This is an optimization exercise on Yosys and OpenROAD, whose aim is small area, a short achievable clock period and few clock cycles per item, not a production implementation.
Function was checked by simulation only, so behaviour that the tests miss may differ from the original.
Power is estimated from default activity; no workload was simulated.

[design/flow/flow/run.sh]
#!/bin/bash
# The standard ORFS layout with two changes to how it is made: the port buffers are a
# plain buffer cell (buf_2) instead of the delay cell buffer_ports picks by default, and
# the resizer may swap a cell for any cell of the same function, not only one with the
# same footprint. Synthesis is the standard one, run unchanged.
set -uo pipefail
bash standard.sh synth > flow_synth.log 2>&1 || exit 1
bash standard.sh MATCH_CELL_FOOTPRINT=0 \
    "BUFFER_PORTS_ARGS=-buffer_cell sky130_fd_sc_hd__buf_2" finish > flow_layout.log 2>&1 || exit 1
[design/flow/standard.sh]
#!/bin/bash
# synth_recipe.tcl (not shown) runs the flow's synth.tcl, then flattens the netlist and writes it again
# the make line also repeats each setting of config.mk as NAME=value (left out here)
make -C /OpenROAD-flow-scripts/flow DESIGN_CONFIG=/design/flow/config.mk WORK_HOME=/design/flow/orfs CLKGATE_MAP_FILE= SYNTH_SCRIPT=/design/flow/synth_recipe.tcl "${@:-finish}"
[design/flow/config.mk]
export PLATFORM = sky130hd
export DESIGN_NAME = data_cache
export DESIGN_NICKNAME = data_cache
export VERILOG_FILES = /design/flow/design.v
export SDC_FILE = /design/flow/constraint.sdc
export NUM_CORES = 4
export LEC_CHECK = 0
export CAP_MARGIN = 20
export CORE_MARGIN = 2
export CORE_UTILIZATION = 40
export PLACE_DENSITY = 0.6
export SETUP_SLACK_MARGIN = 1.2
export SLEW_MARGIN = 20
export SYNTH_HIERARCHICAL = 1
[design/flow/constraint.sdc]
create_clock -name core_clock -period 5.5 [get_ports {CLK}]
set_input_delay 1.1000 -clock core_clock [delete_from_list [all_inputs] [get_ports {CLK}]]
set_output_delay 1.1000 -clock core_clock [all_outputs]
set_load 0.01 [all_outputs]
[design/flow/design.v]
module data_cache #(
    parameter int INDEX_BITS = 3
) (
    input  logic         CLK,
    input  logic         RESET,
    input  logic [3:0]   READ,
    input  logic [2:0]   WRITE,
    input  logic [31:0]  ADDRESS,
    input  logic [31:0]  WRITEDATA,
    output logic [31:0]  READDATA,
    output logic         BUSY_WAIT,
    output logic         MEM_READ,
    output logic         MEM_WRITE,
    output logic [27:0]  MEM_ADDRESS,
    output logic [127:0] MEM_WRITEDATA,
    input  logic [127:0] MEM_READDATA,
    input  logic         MEM_BUSYWAIT
);
    localparam int TAG_BITS = 28 - INDEX_BITS;
    localparam int LINES = 1 << INDEX_BITS;
    logic [127:0] data_arr [LINES];
    logic [TAG_BITS-1:0] tag_arr [LINES];
    logic [LINES-1:0] valid, dirty;
    logic [INDEX_BITS-1:0] idx;
    logic [TAG_BITS-1:0] tag, victim_tag;
    logic [31:0] pick_line, pick_mem;
    logic [3:0] upsel;
    logic [LINES-1:0] dec, match;
    logic [127:0] line;
    logic [31:0] store_lanes;
    logic [15:0] byte_sel, rsel0, rsel1;
    logic [3:0] wsel;
    logic [15:0] sx0, sx1;
    logic is_b, is_h, is_w, sgnd;
    logic [LINES-1:0] fill_l, wb_l, store_l;
    logic wr_req, req, hit, victim_dirty;
    assign idx = ADDRESS[4 +: INDEX_BITS];
    assign tag = ADDRESS[31 -: TAG_BITS];
    assign wr_req = WRITE[2];
    assign req = READ[3] | WRITE[2];
    dc_decode u_dec (.a(idx), .y(dec));
    for (genvar i = 0; i < LINES; i++) begin : g_match
        dc_tag_match u_match (.stored(tag_arr[i]), .valid(valid[i]), .tag(tag), .match(match[i]));
    end
    assign hit = |(dec & match);
    assign victim_dirty = |(dec & valid & dirty);
    dc_select #(.W(128)) u_line (.d({data_arr[7], data_arr[6], data_arr[5], data_arr[4],
                                     data_arr[3], data_arr[2], data_arr[1], data_arr[0]}),
                                 .sel(dec), .y(line));
    dc_select #(.W(TAG_BITS)) u_vtag (.d({tag_arr[7], tag_arr[6], tag_arr[5], tag_arr[4],
                                          tag_arr[3], tag_arr[2], tag_arr[1], tag_arr[0]}),
                                      .sel(dec), .y(victim_tag));
    assign MEM_WRITE = req && !hit && victim_dirty;
    assign MEM_READ = req && !hit && !victim_dirty;
    assign MEM_ADDRESS = victim_dirty ? {victim_tag, idx} : ADDRESS[31:4];
    assign MEM_WRITEDATA = line;
    assign BUSY_WAIT = !hit && (victim_dirty || MEM_BUSYWAIT);
    assign is_b = (READ[1:0] == 2'b00);
    assign is_h = (READ[1:0] == 2'b01);
    assign is_w = READ[1];
    assign sgnd = !READ[2];
    always_comb begin
        for (int k = 0; k < 4; k++)
            wsel[k] = (ADDRESS[3:2] == 2'(k));
        for (int j = 0; j < 16; j++) begin
            rsel0[j] = wsel[j/4] && (is_b ? (ADDRESS[1:0] == 2'(j%4)) :
                                     is_h ? (ADDRESS[1] == 1'((j%4)/2) && (j%2 == 0)) :
                                            (j%4 == 0));
            rsel1[j] = wsel[j/4] && !is_b && (is_h ? (ADDRESS[1] == 1'((j%4)/2) && (j%2 == 1)) :
                                                     (j%4 == 1));
        end
    end
    assign sx0 = rsel0 & {16{sgnd && is_b}};
    assign sx1 = rsel1 & {16{sgnd && is_h}};
    assign upsel = wsel & {4{is_w}};
    dc_pick u_pick_line (.l(line), .s0(rsel0), .s1(rsel1), .sx(sx0 | sx1), .su(upsel),
                         .eb(sgnd && is_b), .y(pick_line));
    dc_pick u_pick_mem (.l(MEM_READDATA), .s0(rsel0), .s1(rsel1), .sx(sx0 | sx1), .su(upsel),
                        .eb(sgnd && is_b), .y(pick_mem));
    assign READDATA = hit ? pick_line : pick_mem;
    always_comb begin
        for (int k = 0; k < 4; k++) begin
            if (WRITE[1])
                store_lanes[8*k +: 8] = WRITEDATA[8*k +: 8];
            else if (WRITE[0])
                store_lanes[8*k +: 8] = WRITEDATA[8*(k%2) +: 8];
            else
                store_lanes[8*k +: 8] = WRITEDATA[7:0];
        end
        for (int j = 0; j < 16; j++)
            byte_sel[j] = wr_req && wsel[j/4] &&
                          (WRITE[1] || (WRITE[0] ? (ADDRESS[1] == 1'((j%4)/2))
                                                 : (ADDRESS[1:0] == 2'(j%4))));
    end
    always_comb begin
        for (int i = 0; i < LINES; i++) begin
            fill_l[i] = dec[i] && req && !match[i] && !(valid[i] && dirty[i]) && !MEM_BUSYWAIT;
            wb_l[i] = dec[i] && req && !match[i] && valid[i] && dirty[i] && !MEM_BUSYWAIT;
            store_l[i] = dec[i] && match[i] && wr_req;
        end
    end
    always_ff @(posedge CLK) begin
        for (int i = 0; i < LINES; i++) begin
            if (RESET) begin
                valid[i] <= 1'b0;
                dirty[i] <= 1'b0;
            end else if (fill_l[i]) begin
                valid[i] <= 1'b1;
                dirty[i] <= wr_req;
            end else if (wb_l[i]) begin
                dirty[i] <= 1'b0;
            end else if (store_l[i]) begin
                dirty[i] <= 1'b1;
            end
        end
    end
    always_ff @(posedge CLK) begin
        for (int i = 0; i < LINES; i++) begin
            if (fill_l[i]) tag_arr[i] <= tag;
            for (int j = 0; j < 16; j++)
                if (fill_l[i] || (store_l[i] && byte_sel[j]))
                    data_arr[i][8*j +: 8] <= byte_sel[j] ? store_lanes[8*(j%4) +: 8]
                                                         : MEM_READDATA[8*j +: 8];
        end
    end
endmodule
module dc_decode (
    input  logic [2:0] a,
    output logic [7:0] y
);
    always_comb
        for (int i = 0; i < 8; i++)
            y[i] = (a == 3'(i));
endmodule
module dc_tag_match (
    input  logic [24:0] stored,
    input  logic        valid,
    input  logic [24:0] tag,
    output logic        match
);
    assign match = valid && (stored == tag);
endmodule
module dc_select #(
    parameter int W = 128
) (
    input  logic [8*W-1:0] d,
    input  logic [7:0]     sel,
    output logic [W-1:0]   y
);
    always_comb begin
        y = '0;
        for (int i = 0; i < 8; i++)
            y = y | (d[W*i +: W] & {W{sel[i]}});
    end
endmodule
module dc_pick (
    input  logic [127:0] l,
    input  logic [15:0]  s0,
    input  logic [15:0]  s1,
    input  logic [15:0]  sx,
    input  logic [3:0]   su,
    input  logic         eb,
    output logic [31:0]  y
);
    always_comb begin
        logic [7:0] b0, b1;
        logic [15:0] up;
        logic sgn;
        b0 = '0;
        b1 = '0;
        up = '0;
        sgn = 1'b0;
        for (int j = 0; j < 16; j++) begin
            b0 = b0 | (l[8*j +: 8] & {8{s0[j]}});
            b1 = b1 | (l[8*j +: 8] & {8{s1[j]}});
            sgn = sgn | (l[8*j+7] & sx[j]);
        end
        for (int k = 0; k < 4; k++)
            up = up | (l[32*k+16 +: 16] & {16{su[k]}});
        y = {up | {16{sgn}}, b1 | {8{sgn && eb}}, b0};
    end
endmodule
==> results of run 1 <==
-- layout by cell type, fill, tap and decap left out, types with 92 or more instances in the layout --
cell type,count
a221oi_1,92
a22o_1,115
a22oi_1,659
buf_2,335
buf_4,521
clkbuf_16,164
edfxtp_1,1224
nand2_1,97
nand4_1,189
o21ai_0,169
xor2_1,124
-- report_power, final --
group	switching, mW	internal, mW
registers	0.0500	10.6
logic	2.27	1.06
clock network	3.79	4.92
total	6.11	16.6
-- critical path: cells and delay by family --
| kind | cells | cell delay (ns) |
|---|---|---|
| AND/OR/NAND/NOR | 2 | 0.61 |
| AO/OA/AOI/OAI | 4 | 1.09 |
| multiplexers | 1 | 0.37 |
| buffers and inverters | 6 | 0.86 |
-- routing by layer --
layer,routed length [um],share of wire
met5,542,0.0020
met4,19460,0.072
met3,46780,0.17
met2,106000,0.39
met1,96090,0.36
-- Yosys stat by module, one instance, submodules excluded, a selection --
| module | flops+latches | area, um2 | copies in the design |
|---|---|---|---|
| dc_tag_match | 0 | 279.0 | 8 |
| data_cache | 1240 | 41490 | 1 |
| dc_pick | 0 | 1917 | 2 |
| dc_decode | 0 | 65.06 | 1 |
-- kinds of logic (layout without fill, tap and decap cells) --
kind of cell           Yosys count  in the layout  synth area share
AND/OR/NAND/NOR                516            518           0.05336
AO/OA/AOI/OAI                 1198           1198            0.1635
buffers and inverters          307           1291           0.04168
other                            1             41        0.00006867
multiplexers                   145            145           0.03036
XOR/XNOR                       200            200           0.03208
flip-flops                    1240           1240            0.6789
-- metrics by stage --
step | hold slack [ns] | util
floorplan | 0.4519 | -
global placement | 0.4709 | 0.4462
detailed placement | 0.4846 | 0.4463
CTS | 0.4926 | 0.4892
global route | 0.5074 | 0.5063
finish | 0.4932 | 0.5068
-- state kept, by name, indices dropped and copies added (netlist names) --
name and count:
valid 8, tag_arr 200, dirty 8, data_arr 1024
-- cells in the mapped netlist, types with 11 or more instances --
master    number  area, um2
a22oi_1      708       5315
nand3_1       58      290.3
xnor2_1       72      630.6
o211ai_1      14      105.1
mux2_4        12      180.2
a221oi_1     120       1051
nand4_1      189       1182
xor2_1       128       1121
o21ai_0      193      965.9
mux2i_1       16      160.2
buf_2         28      140.1
nor2_1        66      247.7
nor4_1        33      206.5
nand2_1       97      364.1
edfxtp_1    1224      36760
inv_1         19      71.32
a22o_1       120       1051
clkbuf_1     102      382.9
buf_4         17      127.6
a21oi_1       11      55.05
buf_6        120       1351
and3_1        18      112.6
dfxtp_1       16      320.3
mux2_2       112       1261
nor3b_1       11      82.58
-- layout make-up --
class                      count  area share
timing repair buffer        1033      0.1232
antenna                       25   0.0009113
clock inverter                70    0.008876
clock buffer                 168     0.05162
tap                         1781     0.03246
inverter                      20    0.001094
multi-input combinational   2077      0.2418
sequential                  1240      0.5401
-- final timing paths --
kind	endpoint	depth (start not counted)
max	READDATA[9]	13
min	dirty[6]	2
max reg2reg	data_arr[3][58]	8
min reg2reg	dirty[6]	2
-- repair_timing --
item / in CTS / in global routing
gates cloned: 15 / 27
gates resized for setup: 116 / 227
endpoints found under the setup margin: 94 / 54
pin swaps: 38 / 106
setup buffers: 80 / 87
==> run notes, run 1 <==
outcome=no timing/DRC/antenna violations; WL final=268.9 mm; slack of the worst reg-to-reg path=1.78 ns; Clock Latency Late Sink=0.79 ns; TritonCTS clock tree=yes; min setup slack post-route=0.3459 ns; Mapped Area=54,610 um2; Final TNS setup=0 ns; met2 usage in global routing=0.4840; drt wl/cell=41.92 um; grt ovf=0; RSZ-0062 raised after global routing=yes; CTS H-tree depth=4; CTS Sinks=1,240; Yosys reg bits=1,240; Post-synth EDFFs=1,224; Fin. Hold Viols=0; Worst R2R Start=tag_arr[3][2]; area delta synth->final=25.71%; crit path from=ADDRESS[5]; critical path arrival=4.05 ns; # fillers=11.50k; antenna violations before repair=59; sequential area share after synthesis=0.6789; via count=44.00k; share of layout cells above drive strength 1=0.3344; initial DRC count=7,766; worst path required time=4.40 ns; slowest library cell on the worst path=nand4_1; non-filler instance count after layout=6,414; class of the worst hold path=register to register; final net count=4,707; Top FF cell, synth=edfxtp_1; Placed Cells=5,940; Crit. End Element=output port; Avg Vias per Cell=6.860; fin crit period=5.154 ns; die area=139,500 um2; critical-path maximum fanout=5; Die W=373.5 um; LEAKAGE=23.84 nW; count of buffers from port buffering=392; area of the core=135,500 um2; area post-placement=60,460 um2; Max Cap Viol=0; Rel. slew slack=0.1349; pwr dens=330.7 nW/um2; Clock transition at path regs=0.06 ns; Synth cell types=57; crit-path cells=buf_12 -> nor3b_4 -> buf_6 -> buf_16 -> buf_4 -> a22oi_1 -> nand4_1 -> a22o_1 -> a221oi_1 -> buf_4 -> o2111ai_4 -> mux2_4 -> buf_6; Pre-antenna DRT Iters=8; Clock Skew=0.04334 ns; Most Crowded Layer GR=met2; Multi-input gate area=16,600 um2; syn avg cell area=15.14 um2; Detailed Place HPWL=182.8 mm; Worst Hold Launch=dirty[6]; period utilization=0.9371; die height=373.5 um; post-route ant nets=0; FMAX=194.0 MHz; Worst path max stage delay=0.46 ns; Max Root-Sink Buffers=3; DRC=0; largest net degree at the start of global routing=73; # hold bufs at CTS=0; Total Power=22.70 mW; Setup-failing EPs final=0; GR Util All Layers=0.3607; worst slack, placed=0.1017 ns; initial core utilization=0.4031; io pins=393; max-slew violation count=0; cells after synthesis=3,607; register area=37,080 um2; Yosys Warn Count=15; first-pass GRT wire length=342.9 mm; gpl congestion=1.054; met3 GRT Util=0.1693; Worst Max-Slew Pin Slew=1.293 ns; crit path launch type=input pin; final instance area=68,650 um2; # rows=135; Max VDD drop=289.0 uV; critical path class=input pin to output port; met1 global-route usage=0.4740; FFs w/ async S/R, synth=0; Num CTS Buffers=133; Clock Tree Root=clkbuf_16; vias in the first global route=39.96k
Testbench counts, summed over its fixed seeds: cycles 66,184, accesses 24,000.
==> run 2: changes to the inputs <==
--- a/design/flow/config.mk
+++ b/design/flow/config.mk
@@ -9,4 +9,6 @@
 export CORE_MARGIN = 2
 export CORE_UTILIZATION = 40
+export CTS_CLUSTER_DIAMETER = 80
+export CTS_CLUSTER_SIZE = 25
 export PLACE_DENSITY = 0.6
 export SETUP_SLACK_MARGIN = 1.2
==> run 2 against run 1 <==
- combinational power about the same
- sequential power about the same
- cell count shrank 2.2%
- setup slack worse by 0.0058 ns
- routed wire length fell by 1.0%
- final area is 3.3% lower
==> run notes, run 2 <==
outcome=no timing/DRC/antenna violations; largest reg by FF count=data_arr; cell accounting for the most synthesized area=edfxtp_1; die area=139,500 um2 (unchanged); Max Cap Viol=0 (unchanged); WL final=266.1 mm (-1.0%); DRC=0 (unchanged); critical-path maximum fanout=5 (unchanged); initial DRC count=7,596 (-2.2%); antenna violations before repair=52 (-12%); most common cell after layout, fill and taps aside=edfxtp_1; class of the worst hold path=register to register; CTS H-tree depth=3 (-1); Post-synth EDFFs=1,224 (unchanged); Final TNS setup=0 ns (unchanged); Total Power=19.81 mW (-13%); Max Root-Sink Buffers=3 (unchanged); Util after Layout=0.4901 (-0.01663); critical path arrival=4.06 ns (about the same); Top FF cell, synth=edfxtp_1; first-pass GRT wire length=343.1 mm (about the same); critical path class=input pin to output port; worst path required time=4.40 ns (about the same); Clock Skew=0.04688 ns (+0.003535 ns); largest net degree at the start of global routing=73 (unchanged); Max VDD drop=196.6 uV (-32%); Pre-antenna DRT Iters=9 (+1); count of buffers from port buffering=392 (unchanged); Yosys reg bits=1,240 (unchanged); Reg2Reg Depth=8 (unchanged); Clock transition at path regs=0.09 ns (+0.03 ns); # hold bufs at CTS=0 (unchanged); most frequent cells in the layout=edfxtp_1 (1,224), a22oi_1 (659), buf_4 (521); # rows=135 (unchanged); # fillers=11.74k (+2.1%); Hold Crit Depth=2 (unchanged); period utilization=0.9382 (+0.001063); Crit. End Element=output port; drt wl/cell=42.43 um (+1.2%); vias in the first global route=39.45k (-1.3%); FMAX=193.8 MHz (-0.11%); fin crit period=5.160 ns (+0.005849 ns); Multi-input gate area=16,500 um2 (-0.59%); Detailed Place HPWL=182.8 mm (unchanged); grt ovf=0 (unchanged); top cells by area, synth=edfxtp_1 (67%), a22oi_1 (9.7%), buf_6 (2.5%); LEAKAGE=22.77 nW (-4.5%); Worst Max-Slew Pin Slew=1.307 ns (+0.01412 ns); max reg flops=1,024 (unchanged); pwr dens=298.3 nW/um2 (-9.8%); leading registers by flop count=data_arr (1024), tag_arr (200); cells after synthesis=3,607 (unchanged); max-slew violation count=0 (unchanged); Setup-failing EPs final=0 (unchanged); Clock Tree Root=clkbuf_16; FFs w/ async S/R, synth=0 (unchanged); syn avg cell area=15.14 um2 (unchanged); io pins=393 (unchanged); final net count=4,625 (-1.7%); Synth cell types=57 (unchanged); most frequent cell after synthesis=edfxtp_1; GR Util All Layers=0.3607 (about the same); Yosys top cell area share=0.6731 (unchanged); Mapped Area=54,610 um2 (unchanged); die height=373.5 um (unchanged); min setup slack post-route=0.3401 ns (-0.005849 ns); worst hold slack=0.4998 ns (+0.006536 ns); sequential area share after synthesis=0.6789 (unchanged); via count=43.42k (-1.3%); crit path launch type=input pin; most frequent cells after synthesis=edfxtp_1 (1,224), a22oi_1 (708), o21ai_0 (193), nand4_1 (189), xor2_1 (128); Yosys Warn Count=15 (unchanged); initial core utilization=0.4031 (unchanged); Clock Latency Late Sink=0.71 ns (-0.08 ns); register area=37,080 um2 (unchanged); worst slack, placed=0.1017 ns (unchanged); Avg Vias per Cell=6.924 (+0.93%); Fin. Hold Viols=0 (unchanged); Num CTS Buffers=68 (-49%); TritonCTS clock tree=yes; Rel. slew slack=0.1254 (-0.009444); post-route ant nets=0 (unchanged); Die W=373.5 um (unchanged); gpl congestion=1.054 (unchanged); share of layout cells above drive strength 1=0.3214 (-0.01297); CTS Sinks=1,240 (unchanged); area of the core=135,500 um2 (unchanged); area delta synth->final=21.59%; RSZ-0062 raised after global routing=yes
==> run 2: cell counts after synthesis <==
No cell type changed its count.
==> run 2: cell families after synthesis <==
| group | after synthesis | synth area share |
|---|---|---|
| DFF | 1240 | 0.6789 |
| AOI/OAI and AO/OA | 1198 | 0.1635 |
| and+or+nand+nor | 516 | 0.05336 |
| buffers and inverters | 307 | 0.04168 |
| xor gates and xnor gates | 200 | 0.03208 |
| muxes | 145 | 0.03036 |
| other | 1 | 0.00006867 |
==> run 2: final timing paths <==
path | from | endpoint | slack (ns)
worst max-delay path | ADDRESS[5] | READDATA[9] | 0.34
worst min-delay path | dirty[4] | dirty[4] | 0.50
worst max register to register | tag_arr[3][0] | data_arr[3][57] | 1.82
worst min register to register | dirty[4] | dirty[4] | 0.50
==> run 2: cell type report <==
class | count | area share
flip-flops and latches | 1240 | 0.5584
multi-input cells | 2077 | 0.2485
repair buffers | 1016 | 0.1243
well taps | 1781 | 0.03356
clock buffers | 75 | 0.02666
clock inverters | 30 | 0.006256
diodes | 32 | 0.001206
inverters | 20 | 0.001131
==> run 2: worst max-delay path, stage by stage <==
cell       delay (ns)
buf_12           0.11
nor3b_4          0.15
buf_6            0.13
buf_16           0.14
buf_4            0.14
a22oi_1          0.21
nand4_1          0.48
a22o_1           0.38
a221oi_1         0.32
buf_4            0.19
o2111ai_4        0.17
mux2_4           0.38
buf_6            0.14
==> run 2: power by group <==
group	switching (mW)	internal (mW)	total [mW]	leakage (nW)
Sequential	0.0497	10.6	10.6	11.2
Combinational	2.25	1.03	3.29	10.5
Clock	3.29	2.58	5.87	1.05
==> run 2: repair_timing <==
item	CTS	global route
resized for setup	150	167
pin swaps	39	95
cloned	21	15
buffers inserted	84	72
endpoints found under the setup margin	94	56
==> run 2: routing by layer <==
metal / vias up / routed length [um] / track usage
li1: 16582 / - / -
met1: 21826 / 96640 / 0.4779
met2: 4021 / 105400 / 0.4838
met3: 952 / 44310 / 0.1611
met4: 38 / 19450 / 0.2112
met5: - / 299 / 0
==> run 2: per-module statistics from Yosys, one instance, submodules excluded, a selection <==
| module | copies in the design | cells | flops+latches | area [um2] |
|---|---|---|---|---|
| data_cache | 1 | 1920 | 1240 | 41490 |
| dc_tag_match | 8 | 34 | 0 | 279.0 |
| dc_pick | 2 | 253 | 0 | 1917 |
| dc_decode | 1 | 8 | 0 | 65.06 |
==> run 2: stage by stage <==
| stage | area [um2] | cells |
|---|---|---|
| 4_1_cts | 64590 | 6150 |
| 3_5_place_dp | 60460 | 5940 |
| 2_1_floorplan | 54900 | 3622 |
| 5_1_grt | 66330 | 6244 |
| 3_3_place_gp | 60440 | 5938 |
| 6_report | 66400 | 6271 |
==> run 3: changes to the inputs <==
==> design/flow/flow/run.sh (replaced) <==
#!/bin/bash
# The standard ORFS layout with two changes to how it is made: the port buffers are a
# plain buffer cell (buf_1) instead of the delay cell buffer_ports picks by default, and
# the resizer may swap a cell for any cell of the same function, not only one with the
# same footprint. Synthesis is the standard one, run unchanged.
set -uo pipefail
bash standard.sh synth > flow_synth.log 2>&1 || exit 1
bash standard.sh MATCH_CELL_FOOTPRINT=0 \
    "BUFFER_PORTS_ARGS=-buffer_cell sky130_fd_sc_hd__buf_1" finish > flow_layout.log 2>&1 || exit 1
--- a/design/flow/config.mk
+++ b/design/flow/config.mk
@@ -8,8 +8,8 @@
 export CAP_MARGIN = 20
 export CORE_MARGIN = 2
-export CORE_UTILIZATION = 40
+export CORE_UTILIZATION = 50
 export CTS_CLUSTER_DIAMETER = 80
 export CTS_CLUSTER_SIZE = 25
-export PLACE_DENSITY = 0.6
+export PLACE_DENSITY = 0.65
 export SETUP_SLACK_MARGIN = 1.2
 export SLEW_MARGIN = 20
==> run 3 against run 2 <==
- core utilization up 11 points
- die area decreased by 20%
- count of clock-buffer cells in the layout shrank 2
- power down 5.6%
- sequential share of layout area up 1.2 points
- flip-flop and latch count stayed put
- setup slack better by 0.11 ns
- maximum frequency is 2.1% higher
- first-iteration DRC count fell by 8.4%
- critical path depth is 1 lower
- sequential power about the same
- hold slack lost 0.0057 ns
- critical path type unchanged
==> run notes, run 3 <==
outcome=no timing/DRC/antenna violations; crit-path cells=buf_12 -> buf_8 -> nor3b_4 -> buf_12 -> buf_12 -> buf_4 -> a22oi_1 -> nand4_1 -> a221oi_1 -> nand4_1 -> mux2_2 -> buf_1; met3 GRT Util=0.1996 (+0.03846); largest reg by FF count=data_arr; final net count=4,673 (+1.0%); slowest library cell on the worst path=nand4_1; period utilization=0.9188 (-0.01940); cell accounting for the most synthesized area=edfxtp_1; worst path bufs/invs=6 (unchanged); area delta synth->final=19.01%; initial DRC count=6,956 (-8.4%); largest net degree at the start of global routing=73 (unchanged); io pins=393 (unchanged); LEAKAGE=21.52 nW (-5.5%); Post-synth EDFFs=1,224 (unchanged); vias in the first global route=39.06k (-0.98%); die area=111,900 um2 (-20%); Clock Tree Root=clkbuf_16; most frequent cells in the layout=edfxtp_1 (1,224), a22oi_1 (663), buf_4 (568); initial core utilization=0.5031 (+0.09996); Worst Max-Slew Pin Slew=1.290 ns (-0.01686 ns); Max Cap Viol=0 (unchanged); CTS H-tree depth=2 (-1); Adder-Cell Fraction of Synth Area=0 (unchanged); max-slew violation count=0 (unchanged); worst slack, placed=-0.09655 ns (-0.1982 ns); sequential area share after synthesis=0.6789 (unchanged); top cells by area, synth=edfxtp_1 (67%), a22oi_1 (9.7%), buf_6 (2.5%); Max VDD drop=274.6 uV (+40%); # rows=121 (-10%); share of layout cells above drive strength 1=0.2474 (-0.07406); Most Crowded Layer GR=met2; Yosys Warn Count=15 (unchanged); FFs w/ async S/R, synth=0 (unchanged); Detailed Place HPWL=176.8 mm (-3.3%); antenna violations before repair=61 (+17%); Multi-input gate area=16,360 um2 (-0.82%); Final TNS setup=0 ns (unchanged); Worst path max stage delay=0.53 ns (+0.05 ns); Pre-antenna DRT Iters=10 (+1); crit path launch type=input pin; DRC=0 (unchanged); Die W=334.5 um (-10%); class of the worst hold path=register to register; WL final=258.1 mm (-3.0%); syn avg cell area=15.14 um2 (unchanged); Synth Area in Compound Gates=0.1635 (unchanged); max reg flops=1,024 (unchanged); Max Root-Sink Buffers=3 (unchanged); min setup slack post-route=0.4467 ns (+0.1067 ns); RSZ-0062 raised after global routing=yes; area of the core=108,600 um2 (-20%); Avg Vias per Cell=7.287 (+5.2%); first-pass GRT wire length=334.6 mm (-2.5%); fin crit period=5.053 ns (-0.1067 ns); grt ovf=0 (unchanged); Synth cell types=57 (unchanged); most frequent cells after synthesis=edfxtp_1 (1,224), a22oi_1 (708), o21ai_0 (193), nand4_1 (189), xor2_1 (128); Simple-Gate Fraction of Synth Area=0.05336 (unchanged); Crit. End Element=output port; post-route ant nets=0 (unchanged); gpl congestion=1.099 (+4.3%); leading registers by flop count=data_arr (1024), tag_arr (200); Clock transition at path regs=0.10 ns (about the same); FMAX=197.9 MHz (+2.1%); Top FF cell, synth=edfxtp_1; register area=37,080 um2 (unchanged); count of buffers from port buffering=392 (unchanged); Clock Skew=0.06996 ns (+0.02308 ns); pwr dens=287.7 nW/um2 (-3.6%); met2 usage in global routing=0.6239 (+0.1401); TritonCTS clock tree=yes; # hold bufs at CTS=0 (unchanged); critical path arrival=3.95 ns (-0.11 ns); critical path's top delay family=buffers and inverters; Rel. slew slack=0.1229 (-0.002558); cells after synthesis=3,607 (unchanged); Synth Area in XOR/XNOR=0.03208 (unchanged); via count=43.31k (-0.26%); critical-path maximum fanout=27 (+22); worst path required time=4.40 ns (about the same); most frequent cell after synthesis=edfxtp_1; critical path class=input pin to output port; die height=334.5 um (-10%); # fillers=8,447 (-28%); met1 global-route usage=0.5575 (+0.07960); most used cell, CP=buf_12; CTS Sinks=1,240 (unchanged); GR Util All Layers=0.4422 (+0.08149); Setup-failing EPs final=0 (unchanged); most common cell after layout, fill and taps aside=edfxtp_1; drt wl/cell=43.42 um (+2.3%); Yosys reg bits=1,240 (unchanged); mux cell area share after synthesis=0.03036 (unchanged); main combinational cell family by area after synthesis=compound AO/OA/AOI/OAI gates; Yosys top cell area share=0.6731 (unchanged); Fin. Hold Viols=0 (unchanged); Clock Latency Late Sink=0.76 ns (+0.05 ns); Num CTS Buffers=57 (-16%); Mapped Area=54,610 um2 (unchanged)
==> run 3: cell counts after synthesis <==
No cell type changed its count.
==> run 3: final cells by class <==
type,count,share of cell area
Sequential cell,1240,0.5705
Multi-Input combinational cell,2078,0.2518
Timing Repair Buffer,1074,0.1230
Tap cell,1414,0.02722
Clock buffer,73,0.02326
Clock inverter,10,0.001810
Antenna cell,34,0.001309
Inverter,20,0.001155
==> run 3: final timing paths <==
check                 from               to  slack (ns)  cells past startpoint
max             ADDRESS[4]      READDATA[6]        0.45                     12
min               dirty[6]         dirty[6]        0.49                      2
max reg2reg  tag_arr[4][3]  data_arr[4][52]        2.10                      9
min reg2reg       dirty[6]         dirty[6]        0.49                      2
==> run 3: cells by family after synthesis <==
group	Yosys count
flops	1240
mux	145
compound gates	1198
xor+xnor	200
simple gates	516
buf+inv	307
other cells	1
==> run 3: worst min-delay path, stage by stage, from the launching register on <==
cell      delay [ns]
dfxtp_1         0.33
inv_1           0.05
a221oi_1        0.06
==> run 3: repair_timing <==
action / 4_1_cts / 5_1_grt
setup endpoints to repair: 177 / 109
resized for setup: 190 / 145
cloned: 23 / 13
pin swaps: 75 / 50
buffers inserted: 108 / 65
==> run 3: modules after synthesis (local to each module, per instance), a selection <==
module        cells  cell area [um2]
data_cache     1920            41490
dc_tag_match     34            279.0
dc_pick         253             1917
dc_decode         8            65.06
==> run 3: per-layer routing <==
layer | wire length (um) | share of wire
met3 | 41020 | 0.16
met1 | 89170 | 0.35
met2 | 107600 | 0.42
met5 | 435 | 0.0017
met4 | 19790 | 0.077
==> run 3: where the power goes <==
group | leakage, nW | switching (mW) | internal [mW] | total [mW]
sequential | 11.2 | 0.0509 | 10.6 | 10.6
combinational | 9.51 | 2.20 | 0.966 | 3.16
clock | 0.787 | 2.92 | 1.97 | 4.89
==> run 3: metrics by stage <==
stage          instances  power, mW  utilization  hold WS (ns)  area (um2)
3_5_place_dp        5617      13.47       0.5514        0.4834       59850
5_1_grt             5915      18.96       0.5981        0.5088       64920
4_1_cts             5831      18.32       0.5851        0.4978       63520
3_3_place_gp        5616      13.45       0.5513        0.4733       59840
6_report            5943      18.70       0.5987        0.4941       64990
2_1_floorplan       3622      11.96            -        0.4519       54900
==> run 4: changes to the inputs <==
--- a/design/flow/config.mk
+++ b/design/flow/config.mk
@@ -6,5 +6,5 @@
 export NUM_CORES = 4
 export LEC_CHECK = 0
-export CAP_MARGIN = 20
+export CAP_MARGIN = 30
 export CORE_MARGIN = 2
 export CORE_UTILIZATION = 50
@@ -12,5 +12,5 @@
 export CTS_CLUSTER_SIZE = 25
 export PLACE_DENSITY = 0.65
-export SETUP_SLACK_MARGIN = 1.2
+export SETUP_SLACK_MARGIN = 1.6
 export SLEW_MARGIN = 20
 export SYNTH_HIERARCHICAL = 1
==> run 4 against run 3 <==
- sequential share of layout area fell by 1.0 points
- highest routed layer unchanged
- still clean
- cell count is 0.15% higher
- die area stayed put
- area after synthesis did not move
- maximum frequency fell by 0.79%
- critical endpoint is now READDATA[15]
- largest cell class unchanged
==> run notes, run 4 <==
drt wl/cell=42.72 um (-1.6%); max-slew violation count=0 (unchanged); most frequent cells after synthesis=edfxtp_1 (1,224), a22oi_1 (708), o21ai_0 (193), nand4_1 (189), xor2_1 (128); Die W=334.5 um (unchanged); sequential area share after synthesis=0.6789 (unchanged); Rel. slew slack=0.2136 (+0.09077); most frequent cell after synthesis=edfxtp_1; io pins=393 (unchanged); worst slack, placed=-0.1018 ns (-0.005279 ns); leading registers by flop count=data_arr (1024), tag_arr (200); Num CTS Buffers=58 (+1.8%); area delta synth->final=21.18%; Yosys Warn Count=15 (unchanged); Detailed Place HPWL=174.9 mm (-1.1%); LEAKAGE=22.19 nW (+3.1%); main combinational cell family by area after synthesis=compound AO/OA/AOI/OAI gates; share of layout cells above drive strength 1=0.2712 (+0.02377); die area=111,900 um2 (unchanged); Crit. End Element=output port; Simple-Gate Fraction of Synth Area=0.05336 (unchanged); critical path arrival=3.99 ns (+0.04 ns); grt ovf=0 (unchanged); # hold bufs at CTS=0 (unchanged); initial core utilization=0.5031 (unchanged); WL final=254.3 mm (-1.5%); cell accounting for the most synthesized area=edfxtp_1; top cells by area, synth=edfxtp_1 (67%), a22oi_1 (9.7%), buf_6 (2.5%); sw frac=0.2748 (-0.001509); Fin. Hold Viols=0 (unchanged); Adder-Cell Fraction of Synth Area=0 (unchanged); CTS Sinks=1,240 (unchanged); routed wl met3=41.38 mm (+0.88%); outcome=no timing/DRC/antenna violations; met1 wire length=87.99 mm (-1.3%); slack of the worst reg-to-reg path=1.82 ns (-0.28 ns); Worst Max-Slew Pin Slew=1.180 ns (-0.1106 ns); largest net degree at the start of global routing=49 (-33%); min setup slack post-route=0.4066 ns (-0.04015 ns); cells after synthesis=3,607 (unchanged); Clock Skew=0.06515 ns (-0.004809 ns); via count=42.95k (-0.83%); area of the core=108,600 um2 (unchanged); Clk pwr share=0.264 (+0.003); crit path launch type=input pin; TritonCTS clock tree=yes; worst reg2reg endpoint=data_arr[7][93]; syn avg cell area=15.14 um2 (unchanged); Seq pwr share=0.560 (-0.010); gpl congestion=1.055 (-4.0%); final net count=4,695 (+0.47%); critical-path maximum fanout=8 (-70%); fin crit period=5.093 ns (+0.04016 ns); Reg2Reg Depth=11 (+2); Post-synth EDFFs=1,224 (unchanged); Worst R2R Start=tag_arr[7][15]; RSZ-0062 raised after global routing=yes; Hold Crit Depth=2 (unchanged); Yosys top cell area share=0.6731 (unchanged); max reg flops=1,024 (unchanged); Avg Vias per Cell=7.215 (-0.98%); worst path required time=4.40 ns (about the same); FFs w/ async S/R, synth=0 (unchanged); class of the worst hold path=register to register; Clock Tree Root=clkbuf_16; Clock Latency Late Sink=0.75 ns (about the same); DR top layer=met5; Util after Layout=0.6096 (+0.01092); Internal=13.79 mW (+1.9%); met2 WL=104.9 mm (-2.5%); Synth Area in Compound Gates=0.1635 (unchanged); Mapped Area=54,610 um2 (unchanged); Worst Hold Launch=dirty[1]; DRC=0 (unchanged); FMAX=196.3 MHz (-0.79%); vias in the first global route=38.85k (-0.55%); Max VDD drop=243.9 uV (-11%); Max Cap Viol=0 (unchanged); Setup-failing EPs final=0 (unchanged); antenna violations before repair=56 (-8.2%); count of buffers from port buffering=392 (unchanged); initial DRC count=7,199 (+3.5%); Synth Area in XOR/XNOR=0.03208 (unchanged); Clock transition at path regs=0.09 ns (about the same); Yosys reg bits=1,240 (unchanged); period utilization=0.9261 (+0.007301); largest reg by FF count=data_arr; GR Util All Layers=0.4353 (-0.006925); critical path class=input pin to output port; post-route ant nets=0 (unchanged); most frequent cells in the layout=edfxtp_1 (1,224), a22oi_1 (652), buf_4 (500); Top FF cell, synth=edfxtp_1; P_sw=5.225 mW (+1.1%); Pre-antenna DRT Iters=8 (-2); Total Power=19.01 mW (+1.7%); Synth cell types=57 (unchanged); first-pass GRT wire length=331.4 mm (-0.94%); pwr dens=287.3 nW/um2 (-0.15%); CTS H-tree depth=2 (unchanged); Max Root-Sink Buffers=3 (unchanged); mux cell area share after synthesis=0.03036 (unchanged); Final TNS setup=0 ns (unchanged); die height=334.5 um (unchanged); crit path from=ADDRESS[5]; most common cell after layout, fill and taps aside=edfxtp_1; Min-Delay Endpoint=dirty[1]; # rows=121 (unchanged); combinational share of power=0.176 (+0.007)
## run 4: cell counts after synthesis
Identical to the previous run, type by type.
## run 4: power by group through the flow
stage	clock network (mW)	logic, mW	registers [mW]
detailed placement	0	2.58	10.9
CTS	5.01	2.79	10.6
floorplan	0	1.12	10.9
global placement	0	2.57	10.9
finish	5.02	3.34	10.6
global route	5.30	3.32	10.7
## run 4: timing repair
item                       in CTS  in global routing
gates resized for setup       160                465
cloned                         20                 21
setup endpoints to repair     310                185
buffers inserted               75                120
pin swaps                      51                 85
## run 4: layer usage
| metal | vias up | track usage |
|---|---|---|
| met5 | - | 0 |
| met3 | 925 | 0.1782 |
| met2 | 3789 | 0.6164 |
| met4 | 56 | 0.2453 |
| li1 | 16690 | - |
| met1 | 21486 | 0.5663 |
## run 4: worst max-delay path, cell delays in order
cell and delay, ns:
buf_12 0.12, buf_12 0.14, and3_4 0.30, clkbuf_16 0.22
a22oi_2 0.15, nand4_1 0.23, a22o_1 0.31, a221oi_4 0.21
and4_4 0.34, buf_12 0.15, o2111ai_4 0.24, mux2_4 0.35
buf_6 0.12
## run 4: worst max-delay path by stage
| stage | end | slack [ns] |
|---|---|---|
| 2_1_floorplan | READDATA[12] | 1.14 |
| 3_3_place_gp | READDATA[15] | -0.08 |
| 3_5_place_dp | READDATA[15] | -0.10 |
| 4_1_cts | READDATA[3] | 0.55 |
| 5_1_grt | READDATA[19] | 0.42 |
| 6_report | READDATA[15] | 0.41 |
## run 4: Yosys stat by module (local to each module, per instance), a selection
module | flip-flops and latches | area [um2]
data_cache | 1240 | 41490
dc_pick | 0 | 1917
dc_tag_match | 0 | 279.0
dc_decode | 0 | 65.06
## run 4: cell families (layout without fill, tap and decap cells)
group / Yosys count / in the layout
flip-flops: 1240 / 1240
other: 1 / 40
multiplexers: 145 / 145
buffers and inverters: 307 / 1197
XOR/XNOR: 200 / 200
AO/OA/AOI/OAI: 1198 / 1198
AND/OR/NAND/NOR: 516 / 518
## run 4: through the flow
stage,instances,area (um2),hold WS [ns]
CTS,5779,63100,0.4943
floorplan,3622,55030,0.4519
global route,5937,66140,0.5135
global placement,5595,59760,0.4727
detailed placement,5603,59820,0.4802
finish,5952,66180,0.4955
## run 4: cell type report
| type | instances | area, um2 |
|---|---|---|
| inverters | 20 | 75.07 |
| multi-input cells | 2077 | 16460 |
| repair buffers | 1096 | 9047 |
| flip-flops and latches | 1240 | 37080 |
| clock inverters | 12 | 195.2 |
| fillers | 8253 | 42370 |
| diodes | 24 | 60.06 |
| well taps | 1414 | 1769 |
| clock buffers | 69 | 1493 |
==> run 5: changes to the inputs <==
--- a/design/flow/config.mk
+++ b/design/flow/config.mk
@@ -8,9 +8,9 @@
 export CAP_MARGIN = 30
 export CORE_MARGIN = 2
-export CORE_UTILIZATION = 50
+export CORE_UTILIZATION = 60
 export CTS_CLUSTER_DIAMETER = 80
 export CTS_CLUSTER_SIZE = 25
-export PLACE_DENSITY = 0.65
-export SETUP_SLACK_MARGIN = 1.6
+export PLACE_DENSITY = 0.75
+export SETUP_SLACK_MARGIN = 1.2
 export SLEW_MARGIN = 20
 export SYNTH_HIERARCHICAL = 1
==> run 5 against run 4 <==
- still clean on timing, DRC and antenna
- first-iteration DRC count is 7.2% higher
- synthesized cell count is the same
- final area decreased by 1.4%
- power decreased by 2.1%
- clock skew rose by 0.0046 ns
- largest power group unchanged
- highest routed layer unchanged
==> run notes, run 5 <==
CTS H-tree depth=2 (unchanged); syn avg cell area=15.14 um2 (unchanged); leading registers by flop count=data_arr (1024), tag_arr (200); Max Cap Viol=0 (unchanged); Seq pwr share=0.572 (+0.012); slowest library cell on the worst path=and3b_4; outcome=no timing/DRC/antenna violations; Worst Hold Launch=dirty[6]; DRC=0 (unchanged); first-pass GRT wire length=321.1 mm (-3.1%); period utilization=0.9393 (+0.01319); critical path class=input pin to output port; die height=305.7 um (-8.6%); GR Util All Layers=0.5028 (+0.06755); max-slew violation count=0 (unchanged); # rows=110 (-9.1%); Max Root-Sink Buffers=3 (unchanged); Yosys reg bits=1,240 (unchanged); Yosys top cell area share=0.6731 (unchanged); non-filler instance count after layout=5,699 (-4.3%); Worst path max stage delay=0.22 ns (-0.13 ns); area delta synth->final=19.46%; Detailed Place HPWL=170.3 mm (-2.6%); crit-path cells=buf_12 -> buf_8 -> and3b_4 -> buf_12 -> buf_12 -> a22oi_2 -> nand4_1 -> buf_4 -> buf_6 -> buf_4 -> buf_4 -> buf_6 -> buf_4 -> buf_4 -> buf_4 -> buf_4 -> buf_4 -> buf_4 -> buf_4 -> buf_6 -> buf_6; Internal=13.53 mW (-1.9%); critical-path maximum fanout=5 (-3); Rel. slew slack=0.2059 (-0.007740); initial DRC count=7,720 (+7.2%); Clk pwr share=0.260 (-0.004); area post-placement=59,450 um2 (-0.62%); count of buffers from port buffering=392 (unchanged); final instance area=65,230 um2 (-1.4%); worst path required time=4.40 ns (about the same); Clock transition at path regs=0.11 ns (+0.02 ns); area of the core=90,150 um2 (-17%); Mapped Area=54,610 um2 (unchanged); Die W=305.7 um (-8.6%); sw frac=0.2734 (-0.001439); largest reg by FF count=data_arr; drt wl/cell=42.94 um (+0.51%); P_sw=5.089 mW (-2.6%); Hold Crit Depth=2 (unchanged); most frequent cells after synthesis=edfxtp_1 (1,224), a22oi_1 (708), o21ai_0 (193), nand4_1 (189), xor2_1 (128); Post-synth EDFFs=1,224 (unchanged); min setup slack post-route=0.3340 ns (-0.07257 ns); Synth cell types=57 (unchanged); Clock Tree Root=clkbuf_16; Crit. End Element=output port; Worst R2R Start=tag_arr[3][15]; via count=44.22k (+3.0%); Worst Max-Slew Pin Slew=1.168 ns (-0.01150 ns); max reg flops=1,024 (unchanged); class of the worst hold path=register to register; initial core utilization=0.6058 (+0.1027); antenna violations before repair=57 (+1.8%); LEAKAGE=21.88 nW (-1.4%); vias in the first global route=40.07k (+3.1%); combinational share of power=0.168 (-0.008); fin crit period=5.166 ns (+0.07257 ns); gpl congestion=1.086 (+3.0%); FMAX=193.6 MHz (-1.4%); grt ovf=0 (unchanged); most used cell, CP=buf_4; Reg2Reg Depth=22 (+11); pwr dens=285.3 nW/um2 (-0.67%); Max VDD drop=299.9 uV (+23%); most frequent cell after synthesis=edfxtp_1; critical path arrival=4.07 ns (+0.08 ns); Top FF cell, synth=edfxtp_1; critical path's top delay family=buffers and inverters; Yosys Warn Count=15 (unchanged); crit path launch type=input pin; final net count=4,669 (-0.55%); # hold bufs at CTS=0 (unchanged); Clock Skew=0.06977 ns (+0.004624 ns); share of layout cells above drive strength 1=0.2589 (-0.01224); Avg Vias per Cell=7.759 (+7.5%); Fin. Hold Viols=0 (unchanged); post-route ant nets=0 (unchanged); Placed Cells=5,366 (-4.2%); FFs w/ async S/R, synth=0 (unchanged); worst path bufs/invs=18 (+13); Util after Layout=0.7236 (+0.1140); cells after synthesis=3,607 (unchanged); most common cell after layout, fill and taps aside=edfxtp_1; most frequent cells in the layout=edfxtp_1 (1,224), a22oi_1 (670), buf_4 (536); Setup-failing EPs final=0 (unchanged); RSZ-0062 raised after global routing=yes; WL final=244.7 mm (-3.8%); slack of the worst reg-to-reg path=1.18 ns (-0.64 ns); CTS Sinks=1,240 (unchanged); io pins=393 (unchanged); Min-Delay Endpoint=dirty[6]; worst slack, placed=-0.07854 ns (+0.02329 ns); top cells by area, synth=edfxtp_1 (67%), a22oi_1 (9.7%), buf_6 (2.5%); worst reg2reg endpoint=data_arr[3][39]; cell accounting for the most synthesized area=edfxtp_1; sequential area share after synthesis=0.6789 (unchanged); Num CTS Buffers=57 (-1.7%); die area=93,440 um2 (-16%); TritonCTS clock tree=yes; Clock Latency Late Sink=0.73 ns (-0.02 ns); largest net degree at the start of global routing=37 (-24%); Pre-antenna DRT Iters=7 (-1)
run 5: cell counts after synthesis:
No cell type changed its count.
run 5: what timing repair did:
item	4_1_cts	5_1_grt
resized for setup	302	274
pin swaps	109	46
gates cloned	16	6
buffers inserted	122	62
endpoints found under the setup margin	160	192
run 5: final cells by class:
type                       instances  area, um2
clock buffer                      69       1471
tap                             1176       1471
multi-input combinational       2078      16770
antenna                           39      97.59
clock inverter                     7      130.1
timing repair buffer            1070       8138
fill                            5605      24920
sequential                      1240      37080
inverter                          20      75.07
run 5: Yosys stat by module (local to each module, per instance), a selection:
| module | cells | copies in the design | cell area [um2] |
|---|---|---|---|
| dc_decode | 8 | 1 | 65.06 |
| dc_tag_match | 34 | 8 | 279.0 |
| data_cache | 1920 | 1 | 41490 |
| dc_pick | 253 | 2 | 1917 |
run 5: how the worst max path moves through the flow:
stage | startpoint | endpoint | slack, ns | cells after the start
detailed placement | ADDRESS[16] | READDATA[2] | -0.08 | 12
floorplan | ADDRESS[5] | READDATA[12] | 1.14 | 12
CTS | ADDRESS[5] | MEM_WRITEDATA[119] | 0.53 | 21
finish | ADDRESS[5] | MEM_WRITEDATA[119] | 0.33 | 21
global placement | ADDRESS[22] | READDATA[2] | -0.002 | 12
global route | ADDRESS[5] | MEM_WRITEDATA[119] | 0.34 | 21
run 5: worst reg2reg max path: stages, from the launching register on:
cell	delay [ns]
edfxtp_1	0.45
xor2_2	0.19
nor4_4	0.40
nand3_2	0.20
nor4_4	0.33
nand2_1	0.15
buf_4	0.16
buf_4	0.12
buf_4	0.13
buf_4	0.12
buf_4	0.12
buf_4	0.13
buf_4	0.13
buf_4	0.12
buf_4	0.13
buf_4	0.12
buf_4	0.12
buf_4	0.14
buf_6	0.13
buf_12	0.16
buf_4	0.17
o21ai_4	0.18
buf_6	0.15
run 5: power by group through the flow:
stage | Sequential (mW) | Combinational (mW) | Clock [mW]
floorplan | 10.9 | 1.11 | 0
global placement | 10.9 | 2.48 | 0
detailed placement | 10.9 | 2.51 | 0
CTS | 10.6 | 2.75 | 4.75
global route | 10.7 | 3.09 | 5.06
finish | 10.7 | 3.13 | 4.83
run 5: logic make-up (layout without fill, tap and decap cells):
family                    Yosys count  after routing  share of synthesized area
DFF                              1240           1240                     0.6789
AOI/OAI and AO/OA                1198           1198                     0.1635
and+or+nand+nor                   516            519                    0.05336
buffers and inverters             307           1166                    0.04168
xor gates and xnor gates          200            200                    0.03208
muxes                             145            145                    0.03036
other                               1             55                 0.00006867
run 5: metal layers:
metal	up-vias	global-route usage	routed length, um
li1	16653	-	-
met1	21672	0.6291	78840
met2	4707	0.7079	101700
met3	1128	0.2331	43300
met4	58	0.3141	20240
met5	-	0.01240	600
run 5: per-stage QoR:
stage	TNS, ns	hold WS [ns]	total power, mW
finish	0	0.5017	18.61
global route	0	0.5215	18.82
CTS	0	0.4949	18.15
detailed placement	-1.278	0.4806	13.37
global placement	-0.001812	0.4703	13.34
floorplan	0	0.4519	11.96
==> run 6: changes to the inputs <==
--- a/design/flow/design.v
+++ b/design/flow/design.v
@@ -25,11 +25,12 @@
     logic [TAG_BITS-1:0] tag, victim_tag;
     logic [31:0] pick_line, pick_mem;
-    logic [3:0] upsel;
     logic [LINES-1:0] dec, match;
     logic [127:0] line;
     logic [31:0] store_lanes;
-    logic [15:0] byte_sel, rsel0, rsel1;
+    logic [15:0] byte_sel;
+    logic [3:0] e0, e1, ex;
+    logic [31:0] line_word [LINES];
+    logic [31:0] word, mem_word;
     logic [3:0] wsel;
-    logic [15:0] sx0, sx1;
     logic is_b, is_h, is_w, sgnd;
     logic [LINES-1:0] fill_l, wb_l, store_l;
@@ -61,21 +62,24 @@
     assign sgnd = !READ[2];
     always_comb begin
-        for (int k = 0; k < 4; k++)
+        for (int k = 0; k < 4; k++) begin
             wsel[k] = (ADDRESS[3:2] == 2'(k));
-        for (int j = 0; j < 16; j++) begin
-            rsel0[j] = wsel[j/4] && (is_b ? (ADDRESS[1:0] == 2'(j%4)) :
-                                     is_h ? (ADDRESS[1] == 1'((j%4)/2) && (j%2 == 0)) :
-                                            (j%4 == 0));
-            rsel1[j] = wsel[j/4] && !is_b && (is_h ? (ADDRESS[1] == 1'((j%4)/2) && (j%2 == 1)) :
-                                                     (j%4 == 1));
+            e0[k] = is_b ? (ADDRESS[1:0] == 2'(k)) :
+                    is_h ? (ADDRESS[1] == 1'(k/2) && (k%2 == 0)) : (k == 0);
+            e1[k] = !is_b && (is_h ? (ADDRESS[1] == 1'(k/2) && (k%2 == 1)) : (k == 1));
+            ex[k] = sgnd && (is_b ? (ADDRESS[1:0] == 2'(k)) :
+                             is_h ? (ADDRESS[1] == 1'(k/2) && (k%2 == 1)) : 1'b0);
         end
     end
-    assign sx0 = rsel0 & {16{sgnd && is_b}};
-    assign sx1 = rsel1 & {16{sgnd && is_h}};
-    assign upsel = wsel & {4{is_w}};
-    dc_pick u_pick_line (.l(line), .s0(rsel0), .s1(rsel1), .sx(sx0 | sx1), .su(upsel),
-                         .eb(sgnd && is_b), .y(pick_line));
-    dc_pick u_pick_mem (.l(MEM_READDATA), .s0(rsel0), .s1(rsel1), .sx(sx0 | sx1), .su(upsel),
-                        .eb(sgnd && is_b), .y(pick_mem));
+    for (genvar i = 0; i < LINES; i++) begin : g_word
+        dc_word_select u_word (.l(data_arr[i]), .sel(wsel), .y(line_word[i]));
+    end
+    dc_select #(.W(32)) u_word (.d({line_word[7], line_word[6], line_word[5], line_word[4],
+                                    line_word[3], line_word[2], line_word[1], line_word[0]}),
+                                .sel(dec), .y(word));
+    dc_word_select u_mem_word (.l(MEM_READDATA), .sel(wsel), .y(mem_word));
+    dc_extract u_ext_line (.w(word), .e0(e0), .e1(e1), .ex(ex), .eu(is_w), .eb(sgnd && is_b),
+                           .y(pick_line));
+    dc_extract u_ext_mem (.w(mem_word), .e0(e0), .e1(e1), .ex(ex), .eu(is_w), .eb(sgnd && is_b),
+                          .y(pick_mem));
     assign READDATA = hit ? pick_line : pick_mem;
     always_comb begin
@@ -154,29 +158,36 @@
     end
 endmodule
-module dc_pick (
+module dc_word_select (
     input  logic [127:0] l,
-    input  logic [15:0]  s0,
-    input  logic [15:0]  s1,
-    input  logic [15:0]  sx,
-    input  logic [3:0]   su,
-    input  logic         eb,
+    input  logic [3:0]   sel,
     output logic [31:0]  y
 );
     always_comb begin
+        y = '0;
+        for (int k = 0; k < 4; k++)
+            y = y | (l[32*k +: 32] & {32{sel[k]}});
+    end
+endmodule
+module dc_extract (
+    input  logic [31:0] w,
+    input  logic [3:0]  e0,
+    input  logic [3:0]  e1,
+    input  logic [3:0]  ex,
+    input  logic        eu,
+    input  logic        eb,
+    output logic [31:0] y
+);
+    always_comb begin
         logic [7:0] b0, b1;
-        logic [15:0] up;
         logic sgn;
         b0 = '0;
         b1 = '0;
-        up = '0;
         sgn = 1'b0;
-        for (int j = 0; j < 16; j++) begin
-            b0 = b0 | (l[8*j +: 8] & {8{s0[j]}});
-            b1 = b1 | (l[8*j +: 8] & {8{s1[j]}});
-            sgn = sgn | (l[8*j+7] & sx[j]);
+        for (int k = 0; k < 4; k++) begin
+            b0 = b0 | (w[8*k +: 8] & {8{e0[k]}});
+            b1 = b1 | (w[8*k +: 8] & {8{e1[k]}});
+            sgn = sgn | (w[8*k+7] & ex[k]);
         end
-        for (int k = 0; k < 4; k++)
-            up = up | (l[32*k+16 +: 16] & {16{su[k]}});
-        y = {up | {16{sgn}}, b1 | {8{sgn && eb}}, b0};
+        y = {(w[31:16] & {16{eu}}) | {16{sgn}}, b1 | {8{sgn && eb}}, b0};
     end
 endmodule
--- a/design/flow/config.mk
+++ b/design/flow/config.mk
@@ -8,8 +8,8 @@
 export CAP_MARGIN = 30
 export CORE_MARGIN = 2
-export CORE_UTILIZATION = 60
+export CORE_UTILIZATION = 50
 export CTS_CLUSTER_DIAMETER = 80
 export CTS_CLUSTER_SIZE = 25
-export PLACE_DENSITY = 0.75
+export PLACE_DENSITY = 0.65
 export SETUP_SLACK_MARGIN = 1.2
 export SLEW_MARGIN = 20
==> run 6 against run 5 <==
- core utilization fell by 14 points
- register-to-register slack better by 0.15 ns
- area after synthesis grew 8.4%
- synthesized cell count grew 21%
- via count grew 8.0%
- clock power grew 18%
- non-clock buffer count decreased by 142
- final area is 5.2% higher
- critical endpoint is now READDATA[0]
- routed wire length grew 2.0%
- still clean
==> run notes, run 6 <==
largest reg by FF count=data_arr; worst reg2reg endpoint=data_arr[0][118]; non-filler instance count after layout=6,590 (+16%); Max VDD drop=326.8 uV (+9.0%); max-slew violation count=0 (unchanged); LEAKAGE=23.01 nW (+5.2%); Clock Skew=0.03834 ns (-0.03144 ns); Yosys reg bits=1,240 (unchanged); critical path class=input pin to output port; via count=47.75k (+8.0%); # rows=126 (+15%); max reg flops=1,024 (unchanged); worst path required time=4.40 ns (about the same); Worst Max-Slew Pin Slew=1.072 ns (-0.09628 ns); Mapped Area=59,210 um2 (+8.4%); most frequent cells after synthesis=a22oi_1 (1,380), edfxtp_1 (1,224), nand2_1 (400), nand4_1 (205), o21ai_0 (191); Reg2Reg Depth=20 (-9.1%); TritonCTS clock tree=yes; cell accounting for the most synthesized area=edfxtp_1; Avg Vias per Cell=7.246 (-6.6%); Detailed Place HPWL=165.4 mm (-2.9%); count of buffers from port buffering=392 (unchanged); outcome=no timing/DRC/antenna violations; leading registers by flop count=data_arr (1024), tag_arr (200); CTS H-tree depth=3 (+1); final instance area=68,640 um2 (+5.2%); routed wl met3=41.44 mm (-4.3%); post-route ant nets=0 (unchanged); die height=348.1 um (+14%); Min-Delay Endpoint=dirty[2]; cells after synthesis=4,366 (+21%); slowest library cell on the worst path=nor4_4; Max Cap Viol=0 (unchanged); Crit. End Element=output port; Rel. slew slack=0.2650 (+0.05915); Setup-failing EPs final=0 (unchanged); met1 wire length=87.03 mm (+10%); sequential area share after synthesis=0.6262 (-0.05275); Synth cell types=53 (-7.0%); Clock Tree Root=clkbuf_16; Pre-antenna DRT Iters=8 (+1); grt ovf=0 (unchanged); share of layout cells above drive strength 1=0.2059 (-0.05298); FMAX=208.7 MHz (+7.8%); class of the worst hold path=register to register; area delta synth->final=15.93%; Top FF cell, synth=edfxtp_1; Num CTS Buffers=66 (+16%); vias in the first global route=44.30k (+11%); CTS Sinks=1,240 (unchanged); met2 WL=104.5 mm (+2.8%); crit-path cells=buf_4 -> xor2_1 -> nor4_2 -> buf_4 -> nand3_4 -> nor4_4 -> nand2_1 -> nand4_1 -> or2_4 -> buf_12 -> clkbuf_16 -> mux2_4 -> buf_6; top cells by area, synth=edfxtp_1 (62%), a22oi_1 (17%), buf_6 (3.4%); Post-synth EDFFs=1,224 (unchanged); RSZ-0062 raised after global routing=yes; most frequent cell after synthesis=a22oi_1; Worst Hold Launch=dirty[2]; Worst R2R Start=tag_arr[0][6]; critical path arrival=3.69 ns (-0.38 ns); initial DRC count=7,750 (+0.39%); critical-path maximum fanout=17 (+12); largest net degree at the start of global routing=76 (+110%); DRC=0 (unchanged); Clock Latency Late Sink=0.70 ns (-0.03 ns); Die W=348.1 um (+14%); Yosys Warn Count=18 (+3); Max Root-Sink Buffers=3 (unchanged); FFs w/ async S/R, synth=0 (unchanged); gpl congestion=1.027 (-5.5%); pwr dens=282.8 nW/um2 (-0.90%); drt wl/cell=37.89 um (-12%); period utilization=0.8711 (-0.06815); most frequent cells in the layout=a22oi_1 (1,315), edfxtp_1 (1,224), nand2_1 (391); Yosys top cell area share=0.6208 (-0.05230); DR top layer=met5; most common cell after layout, fill and taps aside=a22oi_1; WL final=249.7 mm (+2.0%); io pins=393 (unchanged); first-pass GRT wire length=337.1 mm (+5.0%); die area=121,200 um2 (+30%); antenna violations before repair=18 (-68%); GR Util All Layers=0.3968 (-0.1060); syn avg cell area=13.56 um2 (-10%); Fin. Hold Viols=0 (unchanged); initial core utilization=0.5028 (-0.1030); fin crit period=4.791 ns (-0.3748 ns); slack of the worst reg-to-reg path=1.33 ns (+0.15 ns); Hold Crit Depth=2 (unchanged); area post-placement=62,910 um2 (+5.8%); Placed Cells=6,302 (+17%); worst hold slack=0.5040 ns (+0.002264 ns); Clock transition at path regs=0.09 ns (-0.02 ns); Worst path max stage delay=0.34 ns (+0.12 ns); area of the core=117,800 um2 (+31%); crit path launch type=input pin; most used cell, CP=buf_4; final net count=5,223 (+12%)
==> run 6: changes by cell type in the layout (fill, tap and decap cells not counted), sizes merged, moves of 12 or more <==
cell,delta
nand2,+312
o2111ai,-16
a22o,-120
a221oi,-120
clkbuf,-19
a22oi,+676
diode,-35
a21o,+32
buf,-119
nand4,+16
nor2,-39
nand3,-24
conb,-12
and3,-15
==> run 6: final cells by class <==
cell class / instances / area, um2
Timing Repair Buffer: 928 / 7098
Fill cell: 9390 / 49120
Clock inverter: 24 / 277.8
Tap cell: 1536 / 1922
Clock buffer: 73 / 1784
Sequential cell: 1240 / 37080
Inverter: 20 / 75.07
Antenna cell: 4 / 10.01
Multi-Input combinational cell: 2765 / 20400
==> run 6: where the power goes <==
group | internal (mW) | switching [mW]
Combinational | 0.956 | 2.06
Sequential | 10.6 | 0.0847
Clock | 2.46 | 3.25
Total | 14.0 | 5.39
==> run 6: worst max path at each step <==
stage               cells after the start            to         from
global placement                       11  READDATA[14]   ADDRESS[3]
CTS                                    13  READDATA[23]   ADDRESS[9]
floorplan                              11  READDATA[14]   ADDRESS[3]
finish                                 13   READDATA[0]  ADDRESS[20]
global route                           13   READDATA[8]  ADDRESS[20]
detailed placement                     11  READDATA[23]  ADDRESS[25]
==> run 6: repair_timing <==
item / in CTS / in global routing
setup endpoints to repair: 162 / 272
hold buffers: 0 / 0
pin swaps: 80 / 61
resized for setup: 288 / 219
buffers inserted: 99 / 35
cloned: 29 / 3
==> run 6: kinds of logic after synthesis <==
logic type,after synthesis,share of synthesized area
simple gates,759,0.06285
flops,1240,0.6262
other cells,1,0.00006333
buf+inv,369,0.05222
mux,145,0.02724
compound gates,1652,0.2019
xor+xnor,200,0.02958
==> run 6: routing by layer <==
layer | global-route usage | up-vias
li1 | - | 19174
met1 | 0.5065 | 23595
met2 | 0.5691 | 4139
met3 | 0.1761 | 811
met4 | 0.2063 | 34
met5 | 0 | -
==> run 6: modules after synthesis (local to each module, per instance), excerpt <==
module	copies in the design	flops+latches
dc_decode	1	0
dc_word_select	9	0
dc_extract	2	0
dc_tag_match	8	0
data_cache	1	1240
==> run 6: per-stage QoR <==
step           TNS (ns)    util  power (mW)  worst slack [ns]
2_1_floorplan         0       -       12.22             1.215
3_3_place_gp          0  0.5336       13.38           0.04338
3_5_place_dp    -0.1730  0.5342       13.41          -0.05354
4_1_cts               0  0.5716       19.12            0.8299
5_1_grt               0  0.5828       19.74            0.6727
6_report              0  0.5829       19.41            0.7088
==> run 6: worst max-delay path, delay by kind of cell <==
kind	cells	cell delay, ns
AND/OR/NAND/NOR	6	1.19
buffers and inverters	5	0.86
multiplexers	1	0.32
XOR/XNOR	1	0.19
Testbench counts of run 6, summed over its fixed seeds: cycles 66,184, accesses 24,000.
==> run 7: changes to the inputs <==
--- a/design/flow/config.mk
+++ b/design/flow/config.mk
@@ -12,5 +12,5 @@
 export CTS_CLUSTER_SIZE = 25
 export PLACE_DENSITY = 0.65
-export SETUP_SLACK_MARGIN = 1.2
+export SETUP_SLACK_MARGIN = 0.6
 export SLEW_MARGIN = 20
 export SYNTH_HIERARCHICAL = 1
==> run 7 against run 6 <==
- global-route usage shrank 1.5 points
- area after synthesis did not move
- routed wire length down 3.6%
==> run notes, run 7 <==
cells after synthesis=4,366 (unchanged); top cells by area, synth=edfxtp_1 (62%), a22oi_1 (17%), buf_6 (3.4%); most frequent cells after synthesis=a22oi_1 (1,380), edfxtp_1 (1,224), nand2_1 (400), nand4_1 (205), o21ai_0 (191); FMAX=198.4 MHz (-5.0%); Post-synth EDFFs=1,224 (unchanged); Clock transition at path regs=0.10 ns (about the same); largest reg by FF count=data_arr; combinational share of power=0.149 (-0.006); Die W=348.1 um (unchanged); outcome=no timing/DRC/antenna violations; initial DRC count=8,891 (+15%); Num CTS Buffers=59 (-11%); DRC=0 (unchanged); Synth cell types=53 (unchanged); Detailed Place HPWL=164.7 mm (-0.43%); WL final=240.7 mm (-3.6%); Clk pwr share=0.284 (-0.010); grt ovf=0 (unchanged); CTS Sinks=1,240 (unchanged); Pre-antenna DRT Iters=12 (+4); leading registers by flop count=data_arr (1024), tag_arr (200); critical path class=input pin to output port; largest net degree at the start of global routing=77 (+1.3%); die height=348.1 um (unchanged); Clock Tree Root=clkbuf_16; Total Power=18.85 mW (-2.9%); Yosys Warn Count=18 (unchanged); area of the core=117,800 um2 (unchanged); GR Util All Layers=0.3816 (-0.01520); sequential area share after synthesis=0.6262 (unchanged); FFs w/ async S/R, synth=0 (unchanged); met1 global-route usage=0.4914 (-0.01516); crit path launch type=input pin; drt wl/cell=37.20 um (-1.8%); area post-placement=62,750 um2 (-0.26%); P_sw=5.139 mW (-4.7%); first-pass GRT wire length=326.8 mm (-3.0%); critical path arrival=3.94 ns (+0.25 ns); fin crit period=5.041 ns (+0.2500 ns); area delta synth->final=11.75%; Clock Latency Late Sink=0.74 ns (+0.04 ns); vias in the first global route=43.84k (-1.0%); Mapped Area=59,210 um2 (unchanged); critical-path maximum fanout=69 (+52); post-route ant nets=0 (unchanged); Clock Skew=0.03527 ns (-0.003061 ns); max reg flops=1,024 (unchanged); RSZ-0062 raised after global routing=yes; Top FF cell, synth=edfxtp_1; die area=121,200 um2 (unchanged); cell accounting for the most synthesized area=edfxtp_1; most used cell, CP=a22oi_1; share of layout cells above drive strength 1=0.1602 (-0.04577); io pins=393 (unchanged); Max VDD drop=303.4 uV (-7.2%); class of the worst hold path=register to register; sw frac=0.2726 (-0.005128); worst path required time=4.40 ns (about the same); Worst path max stage delay=0.40 ns (+0.06 ns); Crit. End Element=output port; crit-path cells=clkbuf_4 -> nor2b_4 -> buf_12 -> buf_12 -> a22oi_1 -> nand2_1 -> a22oi_1 -> nand4_1 -> a22oi_1 -> nand2_1 -> mux2_2 -> buf_1; met2 usage in global routing=0.5478 (-0.02130); # hold bufs at CTS=0 (unchanged); via count=46.86k (-1.9%); Final TNS setup=0 ns (unchanged); initial core utilization=0.5028 (unchanged); period utilization=0.9166 (+0.04545); Rel. slew slack=0.2621 (-0.002907); most frequent cells in the layout=a22oi_1 (1,366), edfxtp_1 (1,224), nand2_1 (395); slowest library cell on the worst path=nand4_1; # rows=126 (unchanged)
[run 7: changes by cell type in the layout (fill, tap and decap cells not counted), moves of 22 or more]
cell	delta
buf_6	-70
a22oi_1	+51
a22oi_2	-51
buf_4	-45
buf_1	+29
o21ai_1	+26
clkbuf_16	-22
mux2_2	+22
mux2_4	-22
[run 7: cell type report]
type                            instances  area (um2)
Tap cell                             1536        1922
Clock inverter                         23       340.3
Fill cell                            9631       51600
Sequential cell                      1240       37080
Antenna cell                            9       22.52
Timing Repair Buffer                  812        5510
Clock buffer                           64        1495
Multi-Input combinational cell       2767       19730
Inverter                               20       75.07
[run 7: worst max-delay path: cells and delay by family]
| family | cells | cell delay (ns) |
|---|---|---|
| AND/OR/NAND/NOR | 4 | 0.89 |
| AO/OA/AOI/OAI | 3 | 0.79 |
| buffers and inverters | 4 | 0.71 |
| multiplexers | 1 | 0.34 |
[run 7: worst paths after layout]
check | start | to | slack, ns | cells past startpoint
max | ADDRESS[2] | READDATA[5] | 0.46 | 12
min | dirty[7] | dirty[7] | 0.50 | 2
max reg2reg | tag_arr[0][15] | data_arr[0][105] | 2.05 | 9
min reg2reg | dirty[7] | dirty[7] | 0.50 | 2
[run 7: routing by layer]
metal	vias to the layer above	part of all wire
li1	18936	-
met1	23238	0.36
met2	3881	0.42
met3	758	0.16
met4	46	0.064
met5	-	0.0014
[run 7: timing repair]
item	4_1_cts	5_1_grt
endpoints found under the setup margin	51	48
hold endpoints to repair	0	0
resized for setup	88	106
buffers inserted	44	18
pin swaps	39	30
gates cloned	9	5
[run 7: per-stage QoR]
stage	setup WS [ns]	instances
3_3_place_gp	-0.06825	6275
4_1_cts	0.6024	6422
5_1_grt	0.5187	6462
6_report	0.4588	6471
2_1_floorplan	0.6189	4369
3_5_place_dp	-0.1608	6282
[run 7: modules after synthesis (local to each module, per instance), a selection]
| module | area (um2) | times used | cells inside |
|---|---|---|---|
| dc_extract | 534.3 | 2 | 80 |
| dc_decode | 65.06 | 1 | 8 |
| data_cache | 41190 | 1 | 1869 |
| dc_tag_match | 279.0 | 8 | 34 |
| dc_word_select | 705.7 | 9 | 108 |
[run 7: logic make-up (layout without fill, tap and decap cells)]
group | after synthesis | in the layout | share of synthesized area
compound gates | 1652 | 1652 | 0.2019
xor+xnor | 200 | 200 | 0.02958
buf+inv | 369 | 919 | 0.05222
flops | 1240 | 1240 | 0.6262
mux | 145 | 145 | 0.02724
other cells | 1 | 13 | 0.00006333
simple gates | 759 | 766 | 0.06285
[run 7: power by group through the flow]
stage | Combinational (mW) | Sequential (mW) | Clock, mW
detailed placement | 2.48 | 10.9 | 0
finish | 2.81 | 10.7 | 5.35
global route | 2.86 | 10.7 | 5.64
CTS | 2.59 | 10.7 | 5.33
global placement | 2.46 | 10.9 | 0
floorplan | 1.34 | 10.9 | 0

Check on run 7: ideal ports give 0.459 ns setup slack; a clkbuf_16 on the clock port and buf_2 on the inputs give 0.349 ns; moving port delays by the midpoint clock arrival (0.810 ns) as well gives 0.349 ns.
